Source: an optimization exercise on an open RTL-to-GDS flow (aim: small area, a short achievable clock period and few clock cycles). Production flows keep margins and buffers that such runs may drop.

==> inputs of yarrow <==
==> flow/design.v (excerpt) <==
module gap_fc_top (
    input  logic              clk,
    input  logic              rst_n,
    input  logic              start,
    input  logic [15:0]       pix_count,
    input  logic [15:0]       fm_base,
    output logic              busy,
    output logic              done,
    output logic              fm_rd_en,
    output logic [15:0]       fm_rd_addr,
    input  logic signed [7:0] fm_rd_data,
    input  logic              param_wr_en,
    input  logic [1:0]        param_wr_sel,
    input  logic [7:0]        param_wr_addr,
    input  logic [31:0]       param_wr_data,
    output logic              res_valid,
    output logic [1:0]        res_idx,
    output logic signed [7:0] res_data
);
    logic               h_valid;
    logic [23:0]        h_data;
    logic               h_take;
    logic [1:0]         w_o;
    logic [2:0]         w_c;
    logic signed [7:0]  w_byte;
    logic [1:0]         f_o;
    logic [31:0]        f_bias;
    logic [15:0]        f_m;
    logic [4:0]         f_s;
    logic               f_v;
    logic [15:0]        g_m;
    logic [4:0]         g_s;
    logic               g_v;
    param_regs u_params (
        .clk(clk), .rst_n(rst_n),
        .param_wr_en(param_wr_en), .param_wr_sel(param_wr_sel),
        .param_wr_addr(param_wr_addr), .param_wr_data(param_wr_data),
        .w_o(w_o), .w_c(w_c), .w_byte(w_byte),
        .f_o(f_o), .f_bias(f_bias), .f_m(f_m), .f_s(f_s), .f_v(f_v),
        .g_m(g_m), .g_s(g_s), .g_v(g_v)
    );
    gap_pool u_pool (
        .clk(clk), .rst_n(rst_n),
        .start(start), .pix_count(pix_count), .fm_base(fm_base), .busy(busy),
        .fm_rd_en(fm_rd_en), .fm_rd_addr(fm_rd_addr), .fm_rd_data(fm_rd_data),
        .h_valid(h_valid), .h_data(h_data), .h_take(h_take)
    );
    fc_layer u_fc (
  ...
clock: 15.0 ns
lec_check: 0
cap_margin: 20
core_margin: 2
core_utilization: 40
slew_margin: 20
run.sh (not shown) runs the stock make flow with config.mk's settings and CLKGATE_MAP_FILE= SYNTH_SCRIPT=/design/flow/synth_recipe.tcl, a recipe that flattens the netlist after the stock synthesis.
==> tundra: changes against yarrow <==
--- a/flow/design.v
+++ b/flow/design.v
@@ -1,13 +1,26 @@
-    function automatic logic [7:0] shift_clamp(input logic signed [47:0] p,
-                                               input logic [4:0] s);
-        logic signed [47:0] t;
-        t = p >>> s;
-        if (t > 48'sd127)       shift_clamp = 8'h7f;
-        else if (t < -48'sd128) shift_clamp = 8'h80;
-        else                    shift_clamp = t[7:0];
+    function automatic logic [7:0] shift_clamp(input logic [47:0] p, input logic [4:0] s);
+        logic [38:0] a0;
+        logic [22:0] a1;
+        logic [14:0] a2;
+        logic [10:0] a3;
+        logic [8:0]  a4;
+        logic [7:0]  a5;
+        logic [39:0] d;
+        logic [39:0] mask;
+        logic        sat;
+        a0 = p[38:0];
+        a1 = s[4] ? a0[38:16] : a0[22:0];
+        a2 = s[3] ? a1[22:8]  : a1[14:0];
+        a3 = s[2] ? a2[14:4]  : a2[10:0];
+        a4 = s[1] ? a3[10:2]  : a3[8:0];
+        a5 = s[0] ? a4[8:1]   : a4[7:0];
+        d    = p[46:7] ^ {40{p[47]}};
+        mask = {40{1'b1}} << s;
+        sat  = |(d & mask);
+        shift_clamp = sat ? {p[47], {7{!p[47]}}} : a5;
     endfunction
 `timescale 1ns/1ps
 module param_regs (
     input  logic               clk,
     input  logic               rst_n,
     input  logic               param_wr_en,
@@ -93,12 +106,13 @@
     output logic              h_valid,
     output logic [23:0]       h_data,
     input  logic              h_take
 );
     logic        rd_active;
     logic        rd_en;
+    logic        busy_q;
     logic [15:0] addr;
     logic [15:0] pix_q;
     logic        pix1_q;
     logic [15:0] cnt;
     logic        last_q;
     logic        lastimg_q;
@@ -106,13 +120,14 @@
     logic [2:0]  ch;
     logic [1:0]  occ;
     logic accept, issue_cont, ch_end, img_end, want_start, credit_ok, start_ok;
     logic [15:0] n_cnt;
     logic        n_last;
     logic [2:0]  n_ch;
-    assign busy       = rd_active && !(rd_en && lastimg_q);
+    logic n_active, n_rd_en, n_lastimg;
+    assign busy       = busy_q;
     assign accept     = start && !busy;
     assign issue_cont = rd_en && !last_q;
     assign ch_end     = rd_en && last_q;
     assign img_end    = rd_en && lastimg_q;
     assign want_start = (ch_end && !lastimg_q) || (img_end && accept) ||
                         (rd_active && !rd_en) || (!rd_active && accept);
@@ -147,23 +162,28 @@
         end else if (rd_en) begin
             addr <= addr + 16'd1;
         end
         cnt       <= n_cnt;
         last_q    <= n_last;
         ch        <= n_ch;
-        lastimg_q <= n_last && (n_ch == 3'd7);
+        lastimg_q <= n_lastimg;
     end
+    assign n_lastimg = n_last && (n_ch == 3'd7);
+    assign n_active  = rd_active ? !(img_end && !accept) : accept;
+    assign n_rd_en   = issue_cont || start_ok;
     always_ff @(posedge clk or negedge rst_n) begin
         if (!rst_n) begin
             rd_active <= 1'b0;
             rd_en     <= 1'b0;
+            busy_q    <= 1'b0;
             first_q   <= 1'b0;
             occ       <= 2'd0;
         end else begin
-            rd_active <= rd_active ? !(img_end && !accept) : accept;
-            rd_en     <= issue_cont || start_ok;
+            rd_active <= n_active;
+            rd_en     <= n_rd_en;
+            busy_q    <= n_active && !(n_rd_en && n_lastimg);
             first_q   <= start_ok;
             occ       <= occ + {1'b0, start_ok} - {1'b0, h_take};
         end
     end
     logic        p1_v, p1_f, p1_l;
     logic        p2_v, p2_f, p2_l;
@@ -224,19 +244,32 @@
     input  logic               g_v,
     output logic               res_valid,
     output logic [1:0]         res_idx,
     output logic signed [7:0]  res_data,
     output logic               done
 );
-    function automatic logic [7:0] shift_clamp(input logic signed [47:0] p,
-                                               input logic [4:0] s);
-        logic signed [47:0] t;
-        t = p >>> s;
-        if (t > 48'sd127)       shift_clamp = 8'h7f;
-        else if (t < -48'sd128) shift_clamp = 8'h80;
-        else                    shift_clamp = t[7:0];
+    function automatic logic [7:0] shift_clamp(input logic [47:0] p, input logic [4:0] s);
+        logic [38:0] a0;
+        logic [22:0] a1;
+        logic [14:0] a2;
+        logic [10:0] a3;
+        logic [8:0]  a4;
+        logic [7:0]  a5;
+        logic [39:0] d;
+        logic [39:0] mask;
+        logic        sat;
+        a0 = p[38:0];
+        a1 = s[4] ? a0[38:16] : a0[22:0];
+        a2 = s[3] ? a1[22:8]  : a1[14:0];
+        a3 = s[2] ? a2[14:4]  : a2[10:0];
+        a4 = s[1] ? a3[10:2]  : a3[8:0];
+        a5 = s[0] ? a4[8:1]   : a4[7:0];
+        d    = p[46:7] ^ {40{p[47]}};
+        mask = {40{1'b1}} << s;
+        sat  = |(d & mask);
+        shift_clamp = sat ? {p[47], {7{!p[47]}}} : a5;
     endfunction
     logic [3:0]  gcnt;         
     logic [1:0]  fcnt;         
     logic        e_busy;
     logic [1:0]  e_step;
     logic        can_load, ld_gap, ld_fc, load;
@@ -341,19 +374,21 @@
         else        w_v <= e_busy && (e_step == 2'd3);
     end
     logic signed [7:0]  pooled;
     logic signed [15:0] prod;
     logic signed [18:0] acc [0:3];
     logic signed [18:0] acc_cur;
-    assign w_o     = m_o;
-    assign w_c     = m_c;
-    assign prod    = pooled * w_byte;
+    logic signed [7:0]  w_q;
+    assign w_o     = m_busy ? m_o + 2'd1 : 2'd0;
+    assign w_c     = (m_busy && m_o == 2'd3) ? m_c + 3'd1 : m_c;
+    assign prod    = pooled * w_q;
     assign acc_cur = (m_c == 3'd0) ? 19'sd0 : acc[m_o];
     assign s_sel   = acc[fcnt];
     always_ff @(posedge clk) begin
         if (w_v && w_gap) pooled <= y;
+        w_q <= w_byte;
         if (m_busy) acc[m_o] <= acc_cur + {{3{prod[15]}}, prod};
     end
     always_ff @(posedge clk or negedge rst_n) begin
         if (!rst_n) begin
             m_busy <= 1'b0;
             m_o    <= '0;
==> out/metrics.csv <==
stage,metric,value,unit
layout,FF+latch area,0.0247,mm²
worst_setup_path,Critical Path End,u_fc.acc[1][18],
detailed_routing,drt initial violations,2191,
run_status,status,timing/DRC/antenna clean,
floorplan,initial core utilization,40.4,%
layout,final instance area,0.0517,mm²
-- figures above: yarrow

==> out/metrics.csv <==
stage,metric,value,unit
floorplan,initial core utilization,40.4,%
worst_setup_path,worst-path fanout max,8,
layout,FF+latch area,0.0249,mm²
run_status,status,timing/DRC/antenna clean,
layout,final instance area,0.0509,mm²
synthesis,"Primary FF master, synth",edfxtp_1,
worst_setup_path,Critical Path End,u_fc.acc[3][18],
detailed_routing,drt initial violations,1972,
worst_setup_path,critical path's top delay family,adder cells,
min_path,worst hold endpoint,u_pool.p2_f,
-- figures above: tundra

Function was not checked in any run of this note: the RTL went through the layout flow alone.

[static timing again, ports no longer ideal]
The flow's constraints put no driver on any port. The routed layouts listed below were extracted and timed again, unchanged, in two steps. Step 1: set_driving_cell puts a clkbuf_16 on clk and a buf_2 on each other input, an assumption about the parent block. Step 2, shift: input delay + t, output delay - t, t = (earliest + latest rising clock arrival at the registers) / 2. This alone moves slack from input paths to output paths. Slacks: ideal / step 1 / step 2; pairs: ideal / step 1.
run	shift t [ns]	slack for setup (ns)	worst setup path after step 2
yarrow	0.726	5.552 / 5.552 / 5.552	register to register
tundra	0.738	8.678 / 8.678 / 8.678	register to register
After both steps every run listed still meets setup and hold.
